From an optimization exercise on the open Yosys and OpenROAD flow, aimed at small area, a short achievable clock period and few clock cycles per item; shortcuts taken in it are not production practice. Only simulation tests tie the RTL to the original design; equivalence was not proved. Power figures rest on the tool's default switching activity, not on a simulated workload.

## design/flow/run.sh

```bash
#!/bin/bash
# synth_recipe.tcl (not shown) runs the flow's synth.tcl, then flattens the netlist and writes it again
# the make line also repeats each setting of config.mk as NAME=value (left out here)
make -C /OpenROAD-flow-scripts/flow DESIGN_CONFIG=/design/flow/config.mk WORK_HOME=/design/flow/orfs CLKGATE_MAP_FILE= SYNTH_SCRIPT=/design/flow/synth_recipe.tcl finish
```

## design/flow/config.mk

```make
export PLATFORM = sky130hd
export DESIGN_NAME = ias_core_p
export DESIGN_NICKNAME = ias_core_p
export VERILOG_FILES = /design/flow/design.v
export SDC_FILE = /design/flow/constraint.sdc
export NUM_CORES = 4
export LEC_CHECK = 0
export ABC_CLOCK_PERIOD_IN_PS = 2500
export CAP_MARGIN = 20
export CORE_MARGIN = 2
export CORE_UTILIZATION = 60
export SETUP_SLACK_MARGIN = 3.5
export SLEW_MARGIN = 20
```

## design/flow/constraint.sdc

```tcl
create_clock -name core_clock -period 6.0 [get_ports {clk}]
set_input_delay 1.2000 -clock core_clock [delete_from_list [all_inputs] [get_ports {clk}]]
set_output_delay 1.2000 -clock core_clock [all_outputs]
set_load 0.01 [all_outputs]
```

## design/flow/design.v

```verilog
package ias_pkg;
    localparam logic [7:0] OP_NOP      = 8'd0;
    localparam logic [7:0] OP_LOAD     = 8'd1;
    localparam logic [7:0] OP_STORE    = 8'd2;
    localparam logic [7:0] OP_ADD      = 8'd3;
    localparam logic [7:0] OP_SUB      = 8'd4;
    localparam logic [7:0] OP_JUMP     = 8'd5;
    localparam logic [7:0] OP_STORE_AC = 8'd6;
    localparam logic [7:0] OP_JUMP_POS = 8'd7;
    localparam logic [7:0] OP_LOAD_MQ  = 8'd8;
    localparam logic [7:0] OP_MUL      = 8'd9;
    typedef enum logic [2:0] {
        S_IDLE,
        S_FETCH,
        S_DECODE,
        S_EXECUTE,
        S_WRITE_BACK
    } state_t;
    function automatic logic is_mem_op(input logic [7:0] opc);
        is_mem_op = !(opc == OP_NOP || opc == OP_JUMP || opc == OP_JUMP_POS);
    endfunction
endpackage
module ias_ram_p #(
    parameter int DATA_W    = 8,
    parameter int ADDR_W    = 8,
    parameter int MEM_DEPTH = 256,
    parameter int LO_W      = 4
) (
    input  logic                         clk,
    input  logic [(1<<LO_W)-1:0]         we_lo_i,
    input  logic [(MEM_DEPTH>>LO_W)-1:0] we_hi_i,
    input  logic [DATA_W-1:0]            wdata_i,
    input  logic [LO_W-1:0]              raddr_lo_i,
    input  logic [ADDR_W-LO_W-1:0]       raddr_hi_i,
    output logic [DATA_W-1:0]            rdata_o
);
    localparam int NGRP = MEM_DEPTH >> LO_W;
    logic [DATA_W-1:0] mem_q [MEM_DEPTH];
    logic [DATA_W-1:0] grp_q [NGRP];
    for (genvar w = 0; w < MEM_DEPTH; w++) begin : g_word
        always_ff @(posedge clk) begin
            if (we_hi_i[w >> LO_W] && we_lo_i[w % (1 << LO_W)]) mem_q[w] <= wdata_i;
        end
    end
    for (genvar g = 0; g < NGRP; g++) begin : g_grp
        always_ff @(posedge clk) begin
            grp_q[g] <= mem_q[{g[ADDR_W-LO_W-1:0], raddr_lo_i}];
        end
    end
    assign rdata_o = grp_q[raddr_hi_i];
endmodule
module ias_core_p #(
    parameter int DATA_W    = 8,
    parameter int ADDR_W    = 8,
    parameter int MEM_DEPTH = 256,
    parameter int OPC_W     = 8
) (
    input  logic              clk,
    input  logic              reset,
    input  logic              instr_valid,
    output logic              instr_ready,
    input  logic [OPC_W-1:0]  opcode,
    input  logic [ADDR_W-1:0] address,
    input  logic [DATA_W-1:0] data_in,
    output logic [DATA_W-1:0] data_out,
    output logic [DATA_W-1:0] mq_out,
    output logic [ADDR_W-1:0] pc_out,
    output logic              done,
    output logic              carry,
    output logic              err
);
    localparam int TW   = DATA_W + 4;    
    localparam int LO_W = 4;             
    localparam int NLO  = 1 << LO_W;
    localparam int NHI  = MEM_DEPTH >> LO_W;
    typedef struct packed {
        logic load, store, add, sub, jump, stac, jpos, ldmq, mul, ill;
    } dec_t;
    function automatic dec_t decode(input logic [OPC_W-1:0] opc);
        dec_t d;
        d       = '0;
        d.load  = (opc == ias_pkg::OP_LOAD);
        d.store = (opc == ias_pkg::OP_STORE);
        d.add   = (opc == ias_pkg::OP_ADD);
        d.sub   = (opc == ias_pkg::OP_SUB);
        d.jump  = (opc == ias_pkg::OP_JUMP);
        d.stac  = (opc == ias_pkg::OP_STORE_AC);
        d.jpos  = (opc == ias_pkg::OP_JUMP_POS);
        d.ldmq  = (opc == ias_pkg::OP_LOAD_MQ);
        d.mul   = (opc == ias_pkg::OP_MUL);
        d.ill   = (opc > ias_pkg::OP_MUL);
        decode = d;
    endfunction
    function automatic logic [15:0] onehot16(input logic [3:0] x);
        onehot16 = 16'd1 << x;
    endfunction
    function automatic logic [TW-1:0] mtab(input logic [15:0] k, input logic [DATA_W-1:0] m,
                                           input logic [TW-1:0] m3, input logic [TW-1:0] m5,
                                           input logic [TW-1:0] m7, input logic [TW-1:0] m9,
                                           input logic [TW-1:0] m11, input logic [TW-1:0] m13,
                                           input logic [TW-1:0] m15);
        logic [TW-1:0] m1;
        m1   = TW'(m);
        mtab = ({TW{k[1]}}  & m1)         | ({TW{k[2]}}  & (m1 << 1)) |
               ({TW{k[3]}}  & m3)         | ({TW{k[4]}}  & (m1 << 2)) |
               ({TW{k[5]}}  & m5)         | ({TW{k[6]}}  & (m3 << 1)) |
               ({TW{k[7]}}  & m7)         | ({TW{k[8]}}  & (m1 << 3)) |
               ({TW{k[9]}}  & m9)         | ({TW{k[10]}} & (m5 << 1)) |
               ({TW{k[11]}} & m11)        | ({TW{k[12]}} & (m3 << 2)) |
               ({TW{k[13]}} & m13)        | ({TW{k[14]}} & (m7 << 1)) |
               ({TW{k[15]}} & m15);
    endfunction
    logic              ready_q;
    logic              s1_v, s2_v, s3_v;
    dec_t              s1_op, s2_op, s3_op;
    logic [ADDR_W-1:0] s1_a, s2_a, s3_a;
    logic [DATA_W-1:0] s1_d, s2_d, s3_d;
    logic              s1_wr, s2_wr, s3_wr;
    logic              s1_hit2, s1_hit3, s1_hitw, s1_fac, s2_fac;
    logic [NLO-1:0]    s3_we_lo;          
    logic [NHI-1:0]    s3_we_hi;
    logic              w_v;               
    logic [DATA_W-1:0] w_d;
    logic [DATA_W-1:0] s2_m, s3_m;
    logic [TW-1:0]     s3_m3, s3_m5, s3_m7, s3_m9, s3_m11, s3_m13, s3_m15;
    logic [DATA_W-1:0] ac_q, mq_q;
    logic [15:0]       mq_hi_oh, mq_lo_oh;    
    logic [ADDR_W-1:0] pc_q;
    logic              carry_q, done_q, err_q;
    logic [DATA_W-1:0] o_ac_q, o_mq_q;
    logic [ADDR_W-1:0] o_pc_q;
    logic              o_carry_q, o_done_q, o_err_q;
    dec_t              in_op;
    logic              in_wr;
    logic [DATA_W-1:0] ram_rdata, wdata, m1, m2;
    logic              we;
    logic [TW-1:0]     m2x;
    logic [DATA_W:0]   sum, diff;
    logic [TW-1:0]     pp_hi, pp_lo;
    logic [2*DATA_W-1:0] prod;
    logic [DATA_W-1:0] ac_d, mq_d;
    logic [ADDR_W-1:0] pc_d;
    logic              carry_d;
    assign in_op = decode(opcode);
    assign in_wr = in_op.store || in_op.stac;
    assign we    = s3_v && s3_wr;
    assign wdata = s3_op.stac ? ac_q : s3_d;
    ias_ram_p #(
        .DATA_W   (DATA_W),
        .ADDR_W   (ADDR_W),
        .MEM_DEPTH(MEM_DEPTH),
        .LO_W     (LO_W)
    ) u_ram (
        .clk       (clk),
        .we_lo_i   (s3_we_lo),
        .we_hi_i   (s3_we_hi),
        .wdata_i   (wdata),
        .raddr_lo_i(address[LO_W-1:0]),
        .raddr_hi_i(s1_a[ADDR_W-1:LO_W]),
        .rdata_o   (ram_rdata)
    );
    always_comb begin
        m1 = ram_rdata;
        if (s1_hitw && w_v) m1 = w_d;
        if (s1_hit3 && we)  m1 = wdata;
        if (s1_hit2)        m1 = s2_d;
    end
    assign m2  = s2_fac ? ac_q : s2_m;
    assign m2x = TW'(m2);
    assign sum   = {1'b0, ac_q} + {1'b0, s3_m};
    assign diff  = {1'b0, ac_q} - {1'b0, s3_m};
    assign pp_hi = mtab(mq_hi_oh, s3_m, s3_m3, s3_m5, s3_m7, s3_m9, s3_m11, s3_m13, s3_m15);
    assign pp_lo = mtab(mq_lo_oh, s3_m, s3_m3, s3_m5, s3_m7, s3_m9, s3_m11, s3_m13, s3_m15);
    assign prod  = {pp_hi, 4'd0} + {4'd0, pp_lo};
    always_comb begin
        ac_d    = ac_q;
        mq_d    = mq_q;
        carry_d = carry_q;
        pc_d    = pc_q + ADDR_W'(1);
        if (s3_op.jump || (s3_op.jpos && !ac_q[DATA_W-1])) pc_d = s3_a;
        if (s3_op.load) ac_d = s3_m;
        if (s3_op.add)  {carry_d, ac_d} = sum;
        if (s3_op.sub)  {carry_d, ac_d} = diff;
        if (s3_op.ldmq) mq_d = s3_m;
        if (s3_op.mul)  {ac_d, mq_d} = prod;
    end
    always_ff @(posedge clk) begin
        s1_a    <= address;
        s1_d    <= data_in;
        s1_op   <= in_op;
        s1_wr   <= in_wr;
        s1_hit2 <= s1_v && s1_op.store && (s1_a == address);
        s1_fac  <= s1_v && s1_op.stac && (s1_a == address);
        s1_hit3 <= s2_wr && (s2_a == address);
        s1_hitw <= s3_wr && (s3_a == address);
        w_v     <= we;
        w_d     <= wdata;
        s2_a    <= s1_a;
        s2_d    <= s1_d;
        s2_op   <= s1_op;
        s2_wr   <= s1_wr;
        s2_m    <= m1;
        s2_fac  <= s1_fac;
        s3_a    <= s2_a;
        s3_d    <= s2_d;
        s3_op   <= s2_op;
        s3_wr   <= s2_wr;
        s3_we_hi <= onehot16(s2_a[ADDR_W-1:LO_W]);
        s3_m    <= m2;
        s3_m3   <= (m2x << 1) + m2x;
        s3_m5   <= (m2x << 2) + m2x;
        s3_m7   <= (m2x << 3) - m2x;
        s3_m9   <= (m2x << 3) + m2x;
        s3_m11  <= (m2x << 3) + (m2x << 1) + m2x;
        s3_m13  <= (m2x << 3) + (m2x << 2) + m2x;
        s3_m15  <= (m2x << 4) - m2x;
    end
    always_ff @(posedge clk) begin
        if (reset) begin
            ready_q   <= 1'b0;
            s1_v      <= 1'b0;
            s2_v      <= 1'b0;
            s3_v      <= 1'b0;
            s3_we_lo  <= '0;
            ac_q      <= '0;
            mq_q      <= '0;
            mq_hi_oh  <= 16'd1;
            mq_lo_oh  <= 16'd1;
            pc_q      <= '0;
            carry_q   <= 1'b0;
            done_q    <= 1'b0;
            err_q     <= 1'b0;
            o_ac_q    <= '0;
            o_mq_q    <= '0;
            o_pc_q    <= '0;
            o_carry_q <= 1'b0;
            o_done_q  <= 1'b0;
            o_err_q   <= 1'b0;
        end else begin
            ready_q   <= 1'b1;
            s1_v      <= instr_valid && ready_q;
            s2_v      <= s1_v;
            s3_v      <= s2_v;
            s3_we_lo  <= (s2_v && s2_wr) ? onehot16(s2_a[LO_W-1:0]) : '0;
            done_q    <= s3_v;
            err_q     <= s3_v && s3_op.ill;
            if (s3_v) begin
                ac_q     <= ac_d;
                mq_q     <= mq_d;
                mq_hi_oh <= onehot16(mq_d[7:4]);
                mq_lo_oh <= onehot16(mq_d[3:0]);
                pc_q     <= pc_d;
                carry_q  <= carry_d;
            end
            o_ac_q    <= ac_q;
            o_mq_q    <= mq_q;
            o_pc_q    <= pc_q;
            o_carry_q <= carry_q;
            o_done_q  <= done_q;
            o_err_q   <= err_q;
        end
    end
    assign instr_ready = ready_q;
    assign data_out    = o_ac_q;
    assign mq_out      = o_mq_q;
    assign pc_out      = o_pc_q;
    assign done        = o_done_q;
    assign carry       = o_carry_q;
    assign err         = o_err_q;
endmodule
```

==> flow_summary.ini, run 1 <==
[timing]
hold_viol = 0
timing.final.crit_period_ns = 3.17
timing_max_transition_violations_final = 0
maxClockFrequency_ghz = 0.316
worst_clock_skew_ns = 0.0587
fin_worst_hold_slack_ns = 0.325
relSlewSlack_pct = 18.5
rsz0062_at_grt = yes
finalSetupTns_ns = 0
min_period_over_period_pct = 52.8
setup_viol_count_final = 0
timing.final.ws_setup_ns = 2.83
timing_worst_slew_pin_value_ns = 1.22

[synth]
syn_area_mm2 = 0.0934
avgSynthCellArea_um2 = 15.7
post_synthesis_net_count = 6073
post-synth-top-count-cell = edfxtp_1
postSynth.topFlopCell = edfxtp_1
yosysTopAreaCell = edfxtp_1
ys_seq_elements = 2469
synthDistinctLibCells = 97
synth_edf_count = 2048
synth_top_area_share_pct = 65.8
async_flop_share_pct = 0
most_frequent_cells_after_synthesis = edfxtp_1, a22oi_1, dfxtp_1
ys_seq_area_share_pct = 74.8
synth-warning-count = 4
synthTopCellsByArea = edfxtp_1, dfxtp_1, a22oi_1
synthCells = 5953

[floorplanning]
initial_utilization_pct = 60.5
floorplan.core_area_mm2 = 0.154
die_height_um = 399
design.die.area_mm2 = 0.159
floorplan.io_pins = 55
die_w_um = 399
num_rows = 144

[setup_path]
path_max_fanout = 6
crit_chain = buf_12 -> mux2i_4 -> buf_12 -> inv_4 -> fa_1 -> ha_4 -> a21o_1 -> a21oi_2 -> nor2b_1 -> o21a_1 -> o41a_1 -> xnor2_1
cp.arrival_ns = 3.90
path_buf_inv = 3
timing.critical_path.slowest_stage_cell = fa_1
critical_path_required_ns = 6.74
crit_top_cell = buf_12
criticalPathCategory = register to register
setup.worst_path.start_class = register
cpLargestDelayFamily = compound AO/OA/AOI/OAI gates
worst_path_largest_cell_delay_ns = 0.58
end_kind = register

[route]
drtAntennaViolNets = 0
detail_route.wirelength_um = 356000
first_pass_detailed_route_iteration_total = 9
detail_route.wl_per_cell_um = 41.7
total_drc_errors_in_the_routed_layout = 0
viasPerCell = 7.38
initialDrtViolationCount = 12500
via_count = 62900

[placed_design]
gp_congestion = 0.973
place.port_buffers = 54
post_placement_worst_setup_slack_ns = 1.66
place.detailed.hpwl_um = 197000

[clocking]
clock-root-buffer = clkbuf_16
clock_sinks = 2469
max-clock-path-buffers = 3
cts_tree = done
ctsHoldBuffers = 0
htree_num_levels = 4
clk_latency_ns = 0.90
cts_inserted_buffers = 233
clkTransAtPathRegs_ns = 0.06

[power_and_ir_drop]
power.static_leakage_nw = 36.1
power.ir.vdd_worst_v = 0.000347
total_power_mw = 37.2
power_density_mw_per_mm2 = 343

[global_route]
largest_net_degree_at_the_start_of_global_routing = 137
grt_antenna_before_repair = 38
grt_first_pass_wirelength_um = 466000
groute.usage.overall_pct = 43.0
grt_pass1_vias = 57200
grt_remaining_overflow = 0

[layout]
nets = 6332
drive_above_1_share_pct = 16.6
share_of_the_core_filled_with_cells_in_the_final_layout_pct = 70.2
area_growth_syn_to_layout_pct = 16.1

[job]
cap_violations = 0

[outcome]
status = finished clean

[min_path]
min-delay-path-class = register to register
-- worst register-to-register path, cell delays in order, from the launching register on --
cell	delay (ns)
dfxtp_4	0.45
buf_12	0.13
mux2i_4	0.24
buf_12	0.15
inv_4	0.06
fa_1	0.58
ha_4	0.22
a21o_1	0.19
a21oi_2	0.16
nor2b_1	0.08
o21a_1	0.20
o41a_1	0.44
xnor2_1	0.15
-- cell type report --
cell class / instances / area, um^2
tap: 2044 / 2560
inverter: 72 / 312
multi-input combinational: 3041 / 23100
antenna: 60 / 150
timing repair buffer: 395 / 4680
fill: 10100 / 46000
clock inverter: 100 / 955
sequential: 2469 / 70100
clock buffer: 344 / 6590
-- report_power, final --
group,internal (mW),switching [mW]
registers,18.9,0.608
logic,1.15,1.91
clock network,8.09,6.51
total,28.2,9.03
-- cell usage in the layout (no fill, tap or decap), drive strengths merged, types with 26 or more instances in the layout --
cell type  instances
a21oi            190
a221oi           121
a222oi           109
a22o             188
a22oi            476
a31oi             54
and2             276
and3              44
buf              351
clkbuf           359
clkinv            81
dfxtp            421
diode             60
edfxtp          2048
ha                74
inv               75
mux2              55
mux2i            107
nand2            165
nand2b            38
nand3             87
nand4             40
nor2             300
nor2b             49
nor3              76
o2111ai           37
o21ai            130
xnor2             51
xor2              26
-- flip-flops by register name, summed over array words and instances (netlist names), 9 cells and up --
register and count:
s1_op 10, u_ram.grp_q 128, s3_we_hi 16, s2_op 9
mq_hi_oh 15, u_ram.mem_q 2048, s3_m9 10, s3_m13 11
s3_m15 12, s3_m11 10, s3_we_lo 16, mq_lo_oh 15
s3_m7 9, s3_op 9
-- what timing repair did --
item | 4_1_cts | 5_1_grt
setup endpoints to repair | 1241 | 726
pin swaps | 39 | 73
cloned | 18 | 19
setup buffers | 86 | 78
gates resized for setup | 289 | 168
-- worst paths after layout --
| path | slack (ns) | startpoint | to | depth (start not counted) |
|---|---|---|---|---|
| hold reg to reg | 0.32 | s2_op[4]$_DFF_P_ | s3_op[4]$_DFF_P_ | 0 |
| setup / recovery | 2.83 | s2_fac$_DFF_P_ | s3_m11[10]$_DFF_P_ | 12 |
| setup reg to reg | 2.83 | s2_fac$_DFF_P_ | s3_m11[10]$_DFF_P_ | 12 |
| hold / removal | 0.32 | s2_op[4]$_DFF_P_ | s3_op[4]$_DFF_P_ | 0 |
-- metrics by stage --
stage / area (um^2) / std cells
2_1_floorplan: 94800 / 5953
3_3_place_gp: 97100 / 7818
3_5_place_dp: 97200 / 7820
4_1_cts: 107000 / 8368
5_1_grt: 108000 / 8472
6_report: 108000 / 8525
-- layer usage --
metal | wire length (um) | track usage, % | vias to the layer above
li1 | - | - | 24400
met5 | 218 | 0.757 | -
met2 | 151000 | 61.3 | 5968
met1 | 123000 | 58.1 | 31400
met3 | 58200 | 14.4 | 1179
met4 | 23600 | 24.2 | 15
-- logic make-up (layout without fill, tap and decap cells) --
| group | after synthesis | in the layout | share of synthesized area (%) |
|---|---|---|---|
| AOI/OAI and AO/OA | 1575 | 1575 | 12.8 |
| xor gates and xnor gates | 77 | 77 | 0.722 |
| adders and majority gates | 93 | 93 | 1.40 |
| buffers and inverters | 451 | 911 | 2.18 |
| DFF | 2469 | 2469 | 74.8 |
| muxes | 160 | 165 | 1.82 |
| other | 0 | 60 | 0 |
| and+or+nand+nor | 1128 | 1131 | 6.28 |
Testbench counts, summed over its fixed seeds: cycles 24,040, items 24,000.
==> run 2: changes to the inputs <==
--- a/design/flow/design.v
+++ b/design/flow/design.v
@@ -92,4 +92,39 @@
         decode = d;
     endfunction
+    function automatic logic [15:0] pfx_add(input logic [15:0] a, input logic [15:0] b,
+                                            input logic cin);
+        logic [15:0] g, p, gg, pg;
+        g     = a & b;
+        p     = a ^ b;
+        gg    = g;
+        pg    = p;
+        gg[0] = g[0] | (p[0] & cin);
+        for (int l = 0; l < 4; l++) begin
+            for (int i = 15; i >= (1 << l); i--) begin
+                gg[i] = gg[i] | (pg[i] & gg[i - (1 << l)]);
+                pg[i] = pg[i] & pg[i - (1 << l)];
+            end
+        end
+        pfx_add = p ^ {gg[14:0], cin};
+    endfunction
+    function automatic logic [15:0] add3(input logic [15:0] a, input logic [15:0] b,
+                                         input logic [15:0] c);
+        add3 = pfx_add(a ^ b ^ c, {(a[14:0] & b[14:0]) | (a[14:0] & c[14:0]) |
+                                   (b[14:0] & c[14:0]), 1'b0}, 1'b0);
+    endfunction
+    function automatic logic [TW-1:0] odd_mult(input logic [DATA_W-1:0] m, input int k);
+        logic [15:0] x, r;
+        x = 16'(m);
+        case (k)
+            3:       r = pfx_add(x << 1, x, 1'b0);
+            5:       r = pfx_add(x << 2, x, 1'b0);
+            7:       r = pfx_add(x << 3, ~x, 1'b1);
+            9:       r = pfx_add(x << 3, x, 1'b0);
+            11:      r = add3(x << 3, x << 1, x);
+            13:      r = add3(x << 3, x << 2, x);
+            default: r = pfx_add(x << 4, ~x, 1'b1);
+        endcase
+        odd_mult = TW'(r);
+    endfunction
     function automatic logic [15:0] onehot16(input logic [3:0] x);
         onehot16 = 16'd1 << x;
@@ -135,5 +170,4 @@
     logic [DATA_W-1:0] ram_rdata, wdata, m1, m2;
     logic              we;
-    logic [TW-1:0]     m2x;
     logic [DATA_W:0]   sum, diff;
     logic [TW-1:0]     pp_hi, pp_lo;
@@ -167,10 +201,19 @@
     end
     assign m2  = s2_fac ? ac_q : s2_m;
-    assign m2x = TW'(m2);
-    assign sum   = {1'b0, ac_q} + {1'b0, s3_m};
-    assign diff  = {1'b0, ac_q} - {1'b0, s3_m};
+    logic [TW-1:0] tab_m [7];
+    logic [TW-1:0] tab_ac [7];
+    for (genvar j = 0; j < 7; j++) begin : g_tab
+        assign tab_m[j]  = odd_mult(s2_m, 2 * j + 3);
+        assign tab_ac[j] = odd_mult(ac_q, 2 * j + 3);
+    end
+    logic [15:0] sum16, diff16, prod_hi;
+    assign sum16  = pfx_add(16'(ac_q), 16'(s3_m), 1'b0);
+    assign diff16 = pfx_add(16'(ac_q), {8'hFF, ~s3_m}, 1'b1);
+    assign sum    = sum16[DATA_W:0];
+    assign diff   = diff16[DATA_W:0];
     assign pp_hi = mtab(mq_hi_oh, s3_m, s3_m3, s3_m5, s3_m7, s3_m9, s3_m11, s3_m13, s3_m15);
     assign pp_lo = mtab(mq_lo_oh, s3_m, s3_m3, s3_m5, s3_m7, s3_m9, s3_m11, s3_m13, s3_m15);
-    assign prod  = {pp_hi, 4'd0} + {4'd0, pp_lo};
+    assign prod_hi = pfx_add(16'(pp_hi), 16'(pp_lo[TW-1:4]), 1'b0);
+    assign prod    = {prod_hi[TW-1:0], pp_lo[3:0]};
     always_comb begin
         ac_d    = ac_q;
@@ -208,11 +251,11 @@
         s3_we_hi <= onehot16(s2_a[ADDR_W-1:LO_W]);
         s3_m    <= m2;
-        s3_m3   <= (m2x << 1) + m2x;
-        s3_m5   <= (m2x << 2) + m2x;
-        s3_m7   <= (m2x << 3) - m2x;
-        s3_m9   <= (m2x << 3) + m2x;
-        s3_m11  <= (m2x << 3) + (m2x << 1) + m2x;
-        s3_m13  <= (m2x << 3) + (m2x << 2) + m2x;
-        s3_m15  <= (m2x << 4) - m2x;
+        s3_m3   <= s2_fac ? tab_ac[0] : tab_m[0];
+        s3_m5   <= s2_fac ? tab_ac[1] : tab_m[1];
+        s3_m7   <= s2_fac ? tab_ac[2] : tab_m[2];
+        s3_m9   <= s2_fac ? tab_ac[3] : tab_m[3];
+        s3_m11  <= s2_fac ? tab_ac[4] : tab_m[4];
+        s3_m13  <= s2_fac ? tab_ac[5] : tab_m[5];
+        s3_m15  <= s2_fac ? tab_ac[6] : tab_m[6];
     end
     always_ff @(posedge clk) begin
--- a/design/flow/config.mk
+++ b/design/flow/config.mk
@@ -6,8 +6,9 @@
 export NUM_CORES = 4
 export LEC_CHECK = 0
-export ABC_CLOCK_PERIOD_IN_PS = 2500
 export CAP_MARGIN = 20
 export CORE_MARGIN = 2
 export CORE_UTILIZATION = 60
-export SETUP_SLACK_MARGIN = 3.5
+export CTS_CLUSTER_DIAMETER = 60
+export CTS_CLUSTER_SIZE = 24
+export SETUP_SLACK_MARGIN = 3.3
 export SLEW_MARGIN = 20
==> flow_summary.ini, run 2 <==
[layout]
area_growth_syn_to_layout_pct = 12.0
seqCellArea_mm2 = 0.0701
final_cell_count_no_fill = 8728
layout.cells.most_common_list = edfxtp_1, a22oi_1, dfxtp_1
mostFrequentLayoutCell = edfxtp_1
post-route-cell-area_mm2 = 0.107
fillers = 11000
drive_above_1_share_pct = 13.7
nets = 6610
share_of_the_core_filled_with_cells_in_the_final_layout_pct = 67.7
largest_register = u_ram.mem_q
largest_register_ff_count = 2048
multiInputGateArea_mm2 = 0.0248
largest_registers = u_ram.mem_q (2048), u_ram.grp_q (128)

[global_route]
met3_usage_pct = 13.1
met2_usage_pct = 61.3
grt_first_pass_wirelength_um = 471000
grt_remaining_overflow = 0
grt_busiest_layer = met2
global_route.usage.met1_pct = 56.7
grt_pass1_vias = 57900
grt_antenna_before_repair = 33
groute.usage.overall_pct = 42.2
largest_net_degree_at_the_start_of_global_routing = 188

[synth]
synthTopCellsByArea = edfxtp_1, dfxtp_1, a22oi_1
ys_seq_area_share_pct = 73.0
syn_area_mm2 = 0.0957
synth_compound_gate_area_share_pct = 13.2
post_synth_and_or_nand_nor_area_fraction_pct = 6.51
async_flop_share_pct = 0
synthCells = 6273
synth.mux.area_fraction_pct = 1.58
post_synthesis_net_count = 6460
post-synth-top-count-cell = edfxtp_1
postSynth.topFlopCell = edfxtp_1
avgSynthCellArea_um2 = 15.3
most_frequent_cells_after_synthesis = edfxtp_1, a22oi_1, dfxtp_1
yosysTopAreaCell = edfxtp_1
ys_seq_elements = 2469
synth_top_area_share_pct = 64.2
synthDistinctLibCells = 87
combinational_family_with_the_most_area_after_synthesis = compound AO/OA/AOI/OAI gates
synth_edf_count = 2048
synth_adder_area_share_pct = 2.37
synth_xor_area_share_pct = 1.06
synth-warning-count = 6

[clocking]
clock-root-buffer = clkbuf_16
max-clock-path-buffers = 3
clk_latency_ns = 0.84
cts_inserted_buffers = 155
htree_num_levels = 4
cts_tree = done
clkTransAtPathRegs_ns = 0.08
clock_sinks = 2469

[route]
drtAntennaViolNets = 1
initialDrtViolationCount = 11100
viasPerCell = 7.28
detail_route.wl_per_cell_um = 39.8
via_count = 63600
total_drc_errors_in_the_routed_layout = 0
first_pass_detailed_route_iteration_total = 19
detail_route.wirelength_um = 348000

[timing]
worst_clock_skew_ns = 0.0342
timing.final.crit_period_ns = 2.87
timing_worst_slew_pin_value_ns = 1.28
setup_viol_count_final = 0
hold_viol = 0
rsz0062_at_grt = yes
fin_worst_hold_slack_ns = 0.331
relSlewSlack_pct = 14.5
finalSetupTns_ns = 0
min_period_over_period_pct = 47.8
timing_max_transition_violations_final = 0
maxClockFrequency_ghz = 0.348
timing.final.ws_setup_ns = 3.13

[floorplanning]
floorplan.core_area_mm2 = 0.158
die_w_um = 403
design.die.area_mm2 = 0.163
initial_utilization_pct = 60.4
num_rows = 146
die_height_um = 403
floorplan.io_pins = 55

[setup_path]
worst_path_largest_cell_delay_ns = 0.55
criticalPathCategory = register to register
reg2reg_setup_slack_ns = 3.13
critical_path_required_ns = 6.73
crit_chain = buf_6 -> a22oi_2 -> nand2_1 -> a221oi_2 -> nand4_1 -> ha_4 -> or4_4 -> o21ai_4 -> nor2_2 -> xor2_1 -> a211oi_1
cp.arrival_ns = 3.60
path_max_fanout = 3
setup.worst_path.start_class = register
end_kind = register
timing.critical_path.slowest_stage_cell = or4_4

[power_and_ir_drop]
total_power_mw = 34.3
power.ir.vdd_worst_v = 0.000332
power.static_leakage_nw = 35.4
power_density_mw_per_mm2 = 320

[placed_design]
post_dp_cell_area_mm2 = 0.0989
placed_cells = 8173
gp_congestion = 0.986
post_placement_worst_setup_slack_ns = 1.57
place.detailed.hpwl_um = 207000
place.port_buffers = 54

[outcome]
failed_layout_checks = antenna violations
status = failed layout checks

[job]
cap_violations = 0

[min_path]
min-delay-path-class = register to register
[run 2: what timing repair did]
| item | in CTS | in global routing |
|---|---|---|
| setup buffers | 121 | 35 |
| hold buffers | 0 | 0 |
| pin swaps | 46 | 63 |
| setup endpoints to repair | 731 | 357 |
| cloned | 6 | 3 |
| resized for setup | 269 | 129 |
[run 2: power by group]
part           total [mW]  leakage (nW)  internal [mW]  switching [mW]
logic                3.00          10.9           1.08            1.91
clock network        11.8          2.59           5.58            6.20
registers            19.6          21.9           18.9           0.660
[run 2: area by class of cell]
class | instances | area share [%]
timing repair buffer | 373 | 3.52
tap | 2072 | 2.42
sequential | 2469 | 65.4
clock buffer | 191 | 3.93
inverter | 88 | 0.340
clock inverter | 95 | 1.04
antenna | 104 | 0.243
multi-input combinational | 3336 | 23.1
[run 2: logic make-up after synthesis]
kind of cell / count (synthesis)
buf+inv: 474
xor+xnor: 116
mux: 127
flops: 2469
fa+ha+maj: 160
simple gates: 1228
compound gates: 1699
[run 2: worst max-delay path, delay by kind of cell, from the launching register on]
kind            cells  cell delay [ns]
simple gates        4             1.03
compound gates      4             0.76
flops               1             0.37
fa+ha+maj           1             0.31
xor+xnor            1             0.18
buf+inv             1             0.13
[run 2: final timing paths]
path	cells after the start	end	start
worst max register to register	11	ac_q[5]$_SDFFE_PP0P_	mq_lo_oh[2]$_SDFFE_PP0P_
worst min-delay path	0	s2_d[7]$_DFF_P_	s1_d[7]$_DFF_P_
worst max-delay path	11	ac_q[5]$_SDFFE_PP0P_	mq_lo_oh[2]$_SDFFE_PP0P_
worst min register to register	0	s2_d[7]$_DFF_P_	s1_d[7]$_DFF_P_
[run 2: layer usage]
layer / routed length (um) / part of all wire (%)
met3: 49400 / 14
met2: 151000 / 44
met5: 89 / 0.026
met4: 23200 / 6.7
met1: 124000 / 36
Testbench counts of run 2, summed over its fixed seeds: cycles 24,040, items 24,000.
==> run 3: changes to the inputs <==
--- a/design/flow/design.v
+++ b/design/flow/design.v
@@ -28,6 +28,6 @@
 ) (
     input  logic                         clk,
-    input  logic [(1<<LO_W)-1:0]         we_lo_i,
-    input  logic [(MEM_DEPTH>>LO_W)-1:0] we_hi_i,
+    input  logic [(1<<LO_W)-1:0]         we_lo_n_i,
+    input  logic [(MEM_DEPTH>>LO_W)-1:0] we_hi_n_i,
     input  logic [DATA_W-1:0]            wdata_i,
     input  logic [LO_W-1:0]              raddr_lo_i,
@@ -40,5 +40,5 @@
     for (genvar w = 0; w < MEM_DEPTH; w++) begin : g_word
         always_ff @(posedge clk) begin
-            if (we_hi_i[w >> LO_W] && we_lo_i[w % (1 << LO_W)]) mem_q[w] <= wdata_i;
+            if (!(we_hi_n_i[w >> LO_W] || we_lo_n_i[w % (1 << LO_W)])) mem_q[w] <= wdata_i;
         end
     end
@@ -153,6 +153,6 @@
     logic              s1_wr, s2_wr, s3_wr;
     logic              s1_hit2, s1_hit3, s1_hitw, s1_fac, s2_fac;
-    logic [NLO-1:0]    s3_we_lo;          
-    logic [NHI-1:0]    s3_we_hi;
+    logic [NLO-1:0]    s3_we_lo_n;        
+    logic [NHI-1:0]    s3_we_hi_n;
     logic              w_v;               
     logic [DATA_W-1:0] w_d;
@@ -187,6 +187,6 @@
     ) u_ram (
         .clk       (clk),
-        .we_lo_i   (s3_we_lo),
-        .we_hi_i   (s3_we_hi),
+        .we_lo_n_i (s3_we_lo_n),
+        .we_hi_n_i (s3_we_hi_n),
         .wdata_i   (wdata),
         .raddr_lo_i(address[LO_W-1:0]),
@@ -249,5 +249,5 @@
         s3_op   <= s2_op;
         s3_wr   <= s2_wr;
-        s3_we_hi <= onehot16(s2_a[ADDR_W-1:LO_W]);
+        s3_we_hi_n <= ~onehot16(s2_a[ADDR_W-1:LO_W]);
         s3_m    <= m2;
         s3_m3   <= s2_fac ? tab_ac[0] : tab_m[0];
@@ -265,5 +265,5 @@
             s2_v      <= 1'b0;
             s3_v      <= 1'b0;
-            s3_we_lo  <= '0;
+            s3_we_lo_n <= '1;
             ac_q      <= '0;
             mq_q      <= '0;
@@ -285,5 +285,5 @@
             s2_v      <= s1_v;
             s3_v      <= s2_v;
-            s3_we_lo  <= (s2_v && s2_wr) ? onehot16(s2_a[LO_W-1:0]) : '0;
+            s3_we_lo_n <= (s2_v && s2_wr) ? ~onehot16(s2_a[LO_W-1:0]) : '1;
             done_q    <= s3_v;
             err_q     <= s3_v && s3_op.ill;
--- a/design/flow/config.mk
+++ b/design/flow/config.mk
@@ -8,7 +8,7 @@
 export CAP_MARGIN = 20
 export CORE_MARGIN = 2
-export CORE_UTILIZATION = 60
+export CORE_UTILIZATION = 55
 export CTS_CLUSTER_DIAMETER = 60
 export CTS_CLUSTER_SIZE = 24
-export SETUP_SLACK_MARGIN = 3.3
+export SETUP_SLACK_MARGIN = 3.4
 export SLEW_MARGIN = 20
==> flow_summary.ini, run 3 <==
[floorplanning]
floorplan.core_area_mm2 = 0.173
design.die.area_mm2 = 0.177
die_height_um = 421
num_rows = 153
die_w_um = 421
initial_utilization_pct = 55.2
floorplan.io_pins = 55

[power_and_ir_drop]
power_density_mw_per_mm2 = 322
power.ir.vdd_worst_v = 0.000357
power.static_leakage_nw = 35.3

[timing]
timing_worst_slew_pin_value_ns = 1.43
timing_max_transition_violations_final = 0
min_period_over_period_pct = 49.0
hold_viol = 0
relSlewSlack_pct = 4.68
rsz0062_at_grt = yes
fin_worst_hold_slack_ns = 0.328
setup_viol_count_final = 0
timing.final.crit_period_ns = 2.94
worst_clock_skew_ns = 0.0362
maxClockFrequency_ghz = 0.340
finalSetupTns_ns = 0

[layout]
share_of_the_core_filled_with_cells_in_the_final_layout_pct = 62.5
drive_above_1_share_pct = 16.2
mostFrequentLayoutCell = edfxtp_1
largest_register_ff_count = 2048
post-route-cell-area_mm2 = 0.108
largest_registers = u_ram.mem_q (2048), u_ram.grp_q (128)
area_growth_syn_to_layout_pct = 13.2
nets = 6708
largest_register = u_ram.mem_q
layout.cells.most_common_list = edfxtp_1, a22oi_1, nor2_1
fillers = 12700

[clocking]
clock_sinks = 2469
cts_tree = done
clkTransAtPathRegs_ns = 0.08
clock-root-buffer = clkbuf_16
htree_num_levels = 4
ctsHoldBuffers = 0
clk_latency_ns = 0.86
max-clock-path-buffers = 3
cts_inserted_buffers = 154

[route]
detail_route.wirelength_um = 360000
initialDrtViolationCount = 11900
drtAntennaViolNets = 0
first_pass_detailed_route_iteration_total = 12
viasPerCell = 7.14
via_count = 64200
detail_route.wl_per_cell_um = 40.0
total_drc_errors_in_the_routed_layout = 0

[synth]
synth_top_area_share_pct = 64.3
ys_seq_elements = 2469
ys_seq_area_share_pct = 73.1
synth-warning-count = 6
postSynth.topFlopCell = edfxtp_1
post-synth-top-count-cell = edfxtp_1
synthDistinctLibCells = 92
yosysTopAreaCell = edfxtp_1
avgSynthCellArea_um2 = 15.0
post_synthesis_net_count = 6549
most_frequent_cells_after_synthesis = edfxtp_1, nor2_1, a22oi_1
synthTopCellsByArea = edfxtp_1, dfxtp_1, a22oi_1
async_flop_share_pct = 0
synthCells = 6362
synth_edf_count = 2048
syn_area_mm2 = 0.0957

[job]
cap_violations = 0

[outcome]
status = finished clean

[placed_design]
post_dp_cell_area_mm2 = 0.0992
place.detailed.hpwl_um = 207000
place.port_buffers = 54
gp_congestion = 0.952

[setup_path]
crit_top_cell = buf_6
critical_path_required_ns = 6.76
criticalPathCategory = register to register
timing.critical_path.slowest_stage_cell = dfxtp_4
end_kind = register
worst_path_largest_cell_delay_ns = 0.39
path_max_fanout = 5
crit_chain = buf_6 -> buf_4 -> buf_4 -> a22oi_1 -> nand4_1 -> ha_4 -> buf_6 -> buf_6 -> a211oi_4 -> o21ai_2 -> o21ai_4 -> buf_12 -> nand3_4 -> o21ai_2
cp.arrival_ns = 3.70
setup.worst_path.start_class = register

[global_route]
grt_first_pass_wirelength_um = 485000
grt_remaining_overflow = 0
grt_pass1_vias = 58700
largest_net_degree_at_the_start_of_global_routing = 154
groute.usage.overall_pct = 39.6
grt_antenna_before_repair = 39

[min_path]
min-delay-path-class = register to register
==> run 3: logic make-up (layout without fill, tap and decap cells) <==
kind of cell / count (synthesis) / in the layout / synth area share (%)
xor+xnor: 116 / 116 / 1.06
fa+ha+maj: 160 / 160 / 2.37
simple gates: 1244 / 1249 / 5.99
mux: 165 / 168 / 1.92
buf+inv: 521 / 801 / 2.39
other cells: 0 / 18 / 0
compound gates: 1687 / 1687 / 13.2
flops: 2469 / 2469 / 73.1
==> run 3: stage by stage <==
stage / setup WS [ns] / power, mW / std cells
after global placement: 1.58 / 22.7 / 8473
after CTS: 3.13 / 34.5 / 8906
after global routing: 2.97 / 35.6 / 8978
final: 3.06 / 34.9 / 8993
after detailed placement: 1.65 / 22.7 / 8475
after floorplan: 2.86 / 21.2 / 6362
==> run 3: path summary, 6_finish.rpt <==
| kind | from | endpoint | slack (ns) | depth (start not counted) |
|---|---|---|---|---|
| hold reg to reg | s2_op[6]$_DFF_P_ | s3_op[6]$_DFF_P_ | 0.33 | 0 |
| setup reg to reg | mq_lo_oh[8]$_SDFFE_PP0P_ | mq_hi_oh[2]$_SDFFE_PP0P_ | 3.06 | 14 |
| setup / recovery | mq_lo_oh[8]$_SDFFE_PP0P_ | mq_hi_oh[2]$_SDFFE_PP0P_ | 3.06 | 14 |
| hold / removal | s2_op[6]$_DFF_P_ | s3_op[6]$_DFF_P_ | 0.33 | 0 |
==> run 3: repair_timing <==
item	4_1_cts	5_1_grt
cloned	13	6
pin swaps	80	98
buffers inserted	133	62
setup endpoints to repair	1280	287
resized for setup	375	150
==> run 3: power breakdown <==
group          switching, mW  total [mW]  internal (mW)
Sequential             0.653        19.5           18.9
Clock                   6.25        11.9           5.70
Combinational           2.21        3.41           1.21
==> run 3: critical path: cells and delay by family (launching register included) <==
kind	cells	cell delay, ns
compound gates	5	0.86
fa+ha+maj	1	0.39
buf+inv	6	0.79
flops	1	0.39
simple gates	2	0.43
==> run 3: layout make-up <==
class                      count  area [um^2]  area share, %
sequential                  2469        70100           64.7
multi-input combinational   3380        25000           23.1
timing repair buffer         422         4440           4.10
clock buffer                 190         4230           3.90
tap                         2325         2910           2.69
clock inverter                95         1180           1.09
inverter                      94          388          0.358
antenna                       18         45.0         0.0416
==> run 3: routing by layer <==
metal	global-route usage (%)	up-vias	wire, um
li1	-	25500	-
met1	53.4	32500	130000
met2	57.8	5192	156000
met3	12.6	1059	51300
met4	20.2	34	22900
met5	0.0269	-	214
Testbench counts of run 3, summed over its fixed seeds: cycles 24,040, items 24,000.
==> run 4: changes to the inputs <==
--- a/design/flow/design.v
+++ b/design/flow/design.v
@@ -163,7 +163,4 @@
     logic [ADDR_W-1:0] pc_q;
     logic              carry_q, done_q, err_q;
-    logic [DATA_W-1:0] o_ac_q, o_mq_q;
-    logic [ADDR_W-1:0] o_pc_q;
-    logic              o_carry_q, o_done_q, o_err_q;
     dec_t              in_op;
     logic              in_wr;
@@ -274,10 +271,4 @@
             done_q    <= 1'b0;
             err_q     <= 1'b0;
-            o_ac_q    <= '0;
-            o_mq_q    <= '0;
-            o_pc_q    <= '0;
-            o_carry_q <= 1'b0;
-            o_done_q  <= 1'b0;
-            o_err_q   <= 1'b0;
         end else begin
             ready_q   <= 1'b1;
@@ -296,18 +287,12 @@
                 carry_q  <= carry_d;
             end
-            o_ac_q    <= ac_q;
-            o_mq_q    <= mq_q;
-            o_pc_q    <= pc_q;
-            o_carry_q <= carry_q;
-            o_done_q  <= done_q;
-            o_err_q   <= err_q;
         end
     end
     assign instr_ready = ready_q;
-    assign data_out    = o_ac_q;
-    assign mq_out      = o_mq_q;
-    assign pc_out      = o_pc_q;
-    assign done        = o_done_q;
-    assign carry       = o_carry_q;
-    assign err         = o_err_q;
+    assign data_out    = ac_q;
+    assign mq_out      = mq_q;
+    assign pc_out      = pc_q;
+    assign done        = done_q;
+    assign carry       = carry_q;
+    assign err         = err_q;
 endmodule
--- a/design/flow/config.mk
+++ b/design/flow/config.mk
@@ -8,7 +8,7 @@
 export CAP_MARGIN = 20
 export CORE_MARGIN = 2
-export CORE_UTILIZATION = 55
+export CORE_UTILIZATION = 50
 export CTS_CLUSTER_DIAMETER = 60
 export CTS_CLUSTER_SIZE = 24
-export SETUP_SLACK_MARGIN = 3.4
+export SETUP_SLACK_MARGIN = 3.3
 export SLEW_MARGIN = 20
==> flow_summary.ini, run 4 <==
[synth]
synthDistinctLibCells = 76
post_synthesis_net_count = 6434
syn_area_mm2 = 0.0941
post_synth_and_or_nand_nor_area_fraction_pct = 5.59
ys_seq_area_share_pct = 73.8
async_flop_share_pct = 0
synthTopCellsByArea = edfxtp_1, dfxtp_1, a22oi_1
ys_seq_elements = 2442
synth_xor_area_share_pct = 1.10
synth_compound_gate_area_share_pct = 13.3
synthCells = 6247
post-synth-top-count-cell = edfxtp_1
most_frequent_cells_after_synthesis = edfxtp_1, nor2_1, a22oi_1
synth_edf_count = 2048
synth_top_area_share_pct = 65.4
synth-warning-count = 6
combinational_family_with_the_most_area_after_synthesis = compound AO/OA/AOI/OAI gates
synth.mux.area_fraction_pct = 1.67
avgSynthCellArea_um2 = 15.1
yosysTopAreaCell = edfxtp_1
synth_adder_area_share_pct = 2.41
postSynth.topFlopCell = edfxtp_1

[setup_path]
rr_endpoint = ac_q[7]$_SDFFE_PP0P_
cp.arrival_ns = 3.78
startpoint_of_the_most_critical_register_to_register_path = s3_m3[5]$_DFF_P_
critical_path_required_ns = 6.78
end_kind = register
worstRegToRegCells = 11
setup.worst_path.start_class = register
path_max_fanout = 6
reg2reg_setup_slack_ns = 3.01
criticalPathCategory = register to register

[route]
viasPerCell = 6.98
drtAntennaViolNets = 0
total_drc_errors_in_the_routed_layout = 0
first_pass_detailed_route_iteration_total = 15
via_count = 63100
initialDrtViolationCount = 12000
detail_route.wirelength_um = 351000
detail_route.wl_per_cell_um = 38.9

[floorplanning]
die_height_um = 438
die_w_um = 438
floorplan.core_area_mm2 = 0.187
num_rows = 159
design.die.area_mm2 = 0.192
initial_utilization_pct = 50.2
floorplan.io_pins = 55

[power_and_ir_drop]
power_density_mw_per_mm2 = 320
power.static_leakage_nw = 34.7
power.ir.vdd_worst_v = 0.000260

[min_path]
min-delay-path-class = register to register
hold_path_startpoint = s1_op[1]$_DFF_P_
hold_end = s2_op[1]$_DFF_P_
holdPathStages = 0

[layout]
nets = 6586
layout.cells.most_common_list = edfxtp_1, nor2_1, a22oi_1
largest_register_ff_count = 2048
drive_above_1_share_pct = 15.0
mostFrequentLayoutCell = edfxtp_1
largest_register = u_ram.mem_q
fillers = 14600
area_growth_syn_to_layout_pct = 13.5
largest_registers = u_ram.mem_q (2048), u_ram.grp_q (128)

[timing]
setup_viol_count_final = 0
timing.final.crit_period_ns = 2.99
maxClockFrequency_ghz = 0.334
timing.final.ws_setup_ns = 3.01
worst_clock_skew_ns = 0.0426
hold_viol = 0
rsz0062_at_grt = yes
relSlewSlack_pct = 10.4
timing_worst_slew_pin_value_ns = 1.34
min_period_over_period_pct = 49.9
timing_max_transition_violations_final = 0
finalSetupTns_ns = 0

[placed_design]
gp_congestion = 0.999
post_placement_worst_setup_slack_ns = 1.58
place.detailed.hpwl_um = 209000
place.port_buffers = 54

[global_route]
groute.usage.overall_pct = 35.5
grt_antenna_before_repair = 16
largest_net_degree_at_the_start_of_global_routing = 177
grt_remaining_overflow = 0
grt_pass1_vias = 57800
grt_first_pass_wirelength_um = 473000

[clocking]
ctsHoldBuffers = 0
cts_inserted_buffers = 153
clock-root-buffer = clkbuf_16
clkTransAtPathRegs_ns = 0.08
clock_sinks = 2442
max-clock-path-buffers = 3
cts_tree = done
clk_latency_ns = 0.86
htree_num_levels = 4

[outcome]
status = finished clean

[job]
cap_violations = 0
run 4: cell types whose count changed in the layout (fill, tap and decap cells not counted), sizes merged, moves of 13 or more:
cell	change
nor3	-28
mux2	-13
dfxtp	-27
nand2	+21
o21ai	+29
o22a	-19
a221oi	+24
buf	-39
a22oi	-26
nor2b	-34
nand2b	-16
nor2	+23
a21oi	+19
a222oi	+24
run 4: layout make-up:
type / instances / area (um^2) / area share, %
Clock inverter: 100 / 1240 / 1.16
Inverter: 88 / 387 / 0.362
Tap cell: 2495 / 3120 / 2.93
Clock buffer: 185 / 4150 / 3.89
Multi-Input combinational cell: 3310 / 23800 / 22.3
Sequential cell: 2442 / 69600 / 65.2
Timing Repair Buffer: 404 / 4370 / 4.10
Antenna cell: 10 / 25.0 / 0.0234
run 4: cell families (layout without fill, tap and decap cells):
logic type | Yosys count | count (layout)
adders and majority gates | 160 | 160
muxes | 147 | 150
other | 0 | 10
and+or+nand+nor | 1193 | 1194
AOI/OAI and AO/OA | 1688 | 1688
xor gates and xnor gates | 118 | 118
DFF | 2442 | 2442
buffers and inverters | 499 | 777
run 4: timing repair:
| action | CTS | global route |
|---|---|---|
| gates cloned | 10 | 7 |
| resized for setup | 359 | 153 |
| pin swaps | 64 | 61 |
| setup buffers | 108 | 45 |
| setup endpoints to repair | 758 | 564 |
| endpoints found under the hold margin | 0 | 0 |
run 4: worst max path at each step:
stage / from / end / slack [ns]
after floorplan: ac_q[0]$_SDFFE_PP0P_ / u_ram.mem_q[0][0]$_DFFE_PN_ / 2.85
after global placement: address[3] / u_ram.grp_q[9][0]$_DFF_P_ / 1.53
after detailed placement: address[0] / u_ram.grp_q[1][2]$_DFF_P_ / 1.58
after CTS: mq_hi_oh[1]$_SDFFE_PP0P_ / ac_q[7]$_SDFFE_PP0P_ / 3.01
after global routing: mq_hi_oh[14]$_SDFFE_PP0P_ / ac_q[7]$_SDFFE_PP0P_ / 2.88
final: s3_m3[5]$_DFF_P_ / ac_q[7]$_SDFFE_PP0P_ / 3.01
run 4: where the power goes:
part           leakage (nW)  internal (mW)  switching, mW
sequential             21.7           18.7          0.623
clock                  2.59           5.66           6.19
combinational          10.3           1.06           1.95
run 4: layer usage:
layer	part of all wire (%)	global-route usage, %	wire [um]
met4	5.9	16.6	20700
met2	43	51.8	150000
met3	15	11.7	52600
met1	36	48.4	127000
met5	0.085	0.422	299
run 4: worst max-delay path: stages (launching register included):
cell and delay [ns]:
dfxtp_1 0.41, a22o_1 0.26, a221oi_1 0.20, nand4_1 0.26, ha_2 0.27, or4_4 0.50
or2_4 0.25, o221ai_4 0.16, nor4_2 0.07, xnor2_1 0.18, a221oi_2 0.23, o21a_1 0.14
run 4: stage by stage:
| step | power (mW) | instance area [um^2] | util [%] | std cells | hold WS (ns) |
|---|---|---|---|---|---|
| floorplan | 20.9 | 94200 | - | 6247 | 0.310 |
| global placement | 22.2 | 98100 | 52.3 | 8562 | 0.310 |
| detailed placement | 22.3 | 98200 | 52.4 | 8566 | 0.312 |
| CTS | 33.9 | 106000 | 56.4 | 8969 | 0.331 |
| global route | 34.9 | 107000 | 56.9 | 9024 | 0.339 |
| finish | 34.2 | 107000 | 56.9 | 9034 | 0.331 |
Testbench counts of run 4, summed over its fixed seeds: cycles 24,032, items 24,000.
==> run 5: changes to the inputs <==
--- a/design/flow/config.mk
+++ b/design/flow/config.mk
@@ -8,7 +8,7 @@
 export CAP_MARGIN = 20
 export CORE_MARGIN = 2
-export CORE_UTILIZATION = 50
+export CORE_UTILIZATION = 55
 export CTS_CLUSTER_DIAMETER = 60
 export CTS_CLUSTER_SIZE = 24
-export SETUP_SLACK_MARGIN = 3.3
+export SETUP_SLACK_MARGIN = 3.45
 export SLEW_MARGIN = 20
==> flow_summary.ini, run 5 <==
[outcome]
status = finished clean

[layout]
area_growth_syn_to_layout_pct = 14.9
nets = 6662
mostFrequentLayoutCell = edfxtp_1
largest_register_ff_count = 2048
drive_above_1_share_pct = 18.2
largest_register = u_ram.mem_q
share_of_the_core_filled_with_cells_in_the_final_layout_pct = 63.7
layout.cells.most_common_list = edfxtp_1, a22oi_1, nor2_1
largest_registers = u_ram.mem_q (2048), u_ram.grp_q (128)

[clocking]
clk_latency_ns = 0.87
ctsHoldBuffers = 0
htree_num_levels = 4
cts_tree = done
max-clock-path-buffers = 3
clock_sinks = 2442
clkTransAtPathRegs_ns = 0.08
cts_inserted_buffers = 158
clock-root-buffer = clkbuf_16

[power_and_ir_drop]
net-switching-power_mw = 8.96
power.static_leakage_nw = 35.5
p_int_mw = 25.7
power_density_mw_per_mm2 = 321
clock_power_share_pct = 35.3
power_switching_share_pct = 25.8
pwr-share-comb_pct = 9.0
total_power_mw = 34.7
power.share.sequential_pct = 55.8
power.ir.vdd_worst_v = 0.000314

[job]
cap_violations = 0

[placed_design]
place.detailed.hpwl_um = 209000
place.port_buffers = 54
gp_congestion = 0.981

[setup_path]
path_buf_inv = 0
cpLargestDelayFamily = simple AND/OR/NAND/NOR gates
cp.arrival_ns = 3.73
end_kind = register
worst_path_largest_cell_delay_ns = 0.48
criticalPathCategory = register to register
setup.worst_path.start_class = register
path_max_fanout = 4
timing.critical_path.slowest_stage_cell = or4_4
critical_path_required_ns = 6.77
crit_chain = a22oi_2 -> nand2_1 -> a221oi_2 -> nand4_1 -> ha_2 -> or4_4 -> or2_4 -> o221ai_4 -> nor4_2 -> xnor2_1 -> a221oi_1 -> o21a_1

[global_route]
largest_net_degree_at_the_start_of_global_routing = 152
grt_pass1_vias = 58700
grt_antenna_before_repair = 28
groute.usage.overall_pct = 40.5
grt_first_pass_wirelength_um = 486000
grt_remaining_overflow = 0

[route]
wirelength_met1_um = 132000
total_drc_errors_in_the_routed_layout = 0
uppermost_metal_layer_occupied_by_signal_nets = met5
viasPerCell = 7.21
detail_route.wirelength_um = 362000
via_count = 63800
route.met3.wl_um = 50600
first_pass_detailed_route_iteration_total = 8
route.met2.wl_um = 154000
initialDrtViolationCount = 12000
drtAntennaViolNets = 0
detail_route.wl_per_cell_um = 40.9

[timing]
maxClockFrequency_ghz = 0.339
min_period_over_period_pct = 49.2
setup_viol_count_final = 0
timing.final.crit_period_ns = 2.95
relSlewSlack_pct = 9.26
timing_worst_slew_pin_value_ns = 1.36
rsz0062_at_grt = yes
finalSetupTns_ns = 0
timing_max_transition_violations_final = 0
hold_viol = 0
fin_worst_hold_slack_ns = 0.322
worst_clock_skew_ns = 0.0518

[synth]
yosysTopAreaCell = edfxtp_1
synthDistinctLibCells = 76
avgSynthCellArea_um2 = 15.1
ys_seq_area_share_pct = 73.8
synthCells = 6247
async_flop_share_pct = 0
synth_top_area_share_pct = 65.4
post-synth-top-count-cell = edfxtp_1
ys_seq_elements = 2442
most_frequent_cells_after_synthesis = edfxtp_1, nor2_1, a22oi_1
syn_area_mm2 = 0.0941
postSynth.topFlopCell = edfxtp_1
synth-warning-count = 6
post_synthesis_net_count = 6434
synthTopCellsByArea = edfxtp_1, dfxtp_1, a22oi_1
synth_edf_count = 2048

[floorplanning]
initial_utilization_pct = 55.4
num_rows = 151
floorplan.io_pins = 55
design.die.area_mm2 = 0.174
die_w_um = 418
floorplan.core_area_mm2 = 0.170
die_height_um = 418

[min_path]
min-delay-path-class = register to register
run 5: cell counts after synthesis:
No cell type changed its count.
run 5: per-layer routing:
layer	up-vias	track usage, %
met5	-	0.472
met4	28	21.8
met3	1086	12.1
met2	5185	58.1
met1	32300	55.7
li1	25200	-
run 5: path summary, 6_finish.rpt:
kind,endpoint,depth (start not counted),start,slack [ns]
setup / recovery,ac_q[7]$_SDFFE_PP0P_,12,s3_m3[6]$_DFF_P_,3.05
hold / removal,s2_fac$_DFF_P_,0,s1_fac$_DFF_P_,0.32
setup reg to reg,ac_q[7]$_SDFFE_PP0P_,12,s3_m3[6]$_DFF_P_,3.05
hold reg to reg,s2_fac$_DFF_P_,0,s1_fac$_DFF_P_,0.32
run 5: power by group through the flow:
stage	logic, mW	registers [mW]	clock network [mW]
after floorplan	1.62	19.3	0
after global placement	2.54	19.7	0
after detailed placement	2.58	19.7	0
after CTS	2.88	19.3	12.2
after global routing	3.26	19.3	12.8
final	3.11	19.3	12.2
run 5: per-stage QoR:
| step | cell area [um^2] | std cells | setup slack [ns] |
|---|---|---|---|
| after global placement | 97900 | 8278 | 1.32 |
| after floorplan | 94800 | 6247 | 2.83 |
| after detailed placement | 98000 | 8280 | 1.34 |
| after CTS | 107000 | 8769 | 3.11 |
| after global routing | 108000 | 8830 | 2.95 |
| final | 108000 | 8847 | 3.05 |
run 5: final cells by class:
class                           count  area [um^2]
Antenna cell                       18         45.0
Clock buffer                      189         4340
Clock inverter                    107         1310
Tap cell                         2218         2780
Sequential cell                  2442        69600
Timing Repair Buffer              473         5130
Fill cell                       12400        61600
Inverter                           88          370
Multi-Input combinational cell   3312        24500
run 5: cells by family (layout without fill, tap and decap cells):
family	Yosys count	after routing	share of synthesized area, %
other	0	18	0
and+or+nand+nor	1193	1193	5.59
buffers and inverters	499	857	2.16
adders and majority gates	160	160	2.41
AOI/OAI and AO/OA	1688	1688	13.3
DFF	2442	2442	73.8
muxes	147	153	1.67
xor gates and xnor gates	118	118	1.10
run 5: timing repair:
item                       in CTS  in global routing
cloned                         14                  7
setup endpoints to repair    1309                827
setup buffers                 179                 52
pin swaps                      93                 81
gates resized for setup       496                169

[what the ideal ports hide]
How much do the figures lean on ideal ports? The routed layouts below were timed once more, with nothing changed but the port constraints. Step 1 (the two cells are an assumption about what drives the block):
set clk [get_ports {clk}]
set_driving_cell -lib_cell sky130_fd_sc_hd__clkbuf_16 $clk
set_driving_cell -lib_cell sky130_fd_sc_hd__buf_2 [delete_from_list [all_inputs] $clk]
Step 2 also shifts input and output timing later by t, the mid clock arrival at the registers, as if the neighbouring blocks saw the same clock. Three values: no drivers, after step 1, after step 2; two values: the first two.
run	t, ns	setup slack, ns	pins driven straight from the clock port
run 1	0.958	2.832 / 2.832 / 2.201	1
run 2	0.915	3.130 / 3.130 / 2.254	1
run 3	0.932	3.061 / 3.061 / 2.316	1
run 4	0.930	3.007 / 2.999 / 2.069	1
run 5	0.922	3.047 / 3.047 / 2.203	1
For run 4, which loses most, drivers alone change the setup slack by -0.008 ns; drivers and shift together by -0.938 ns.
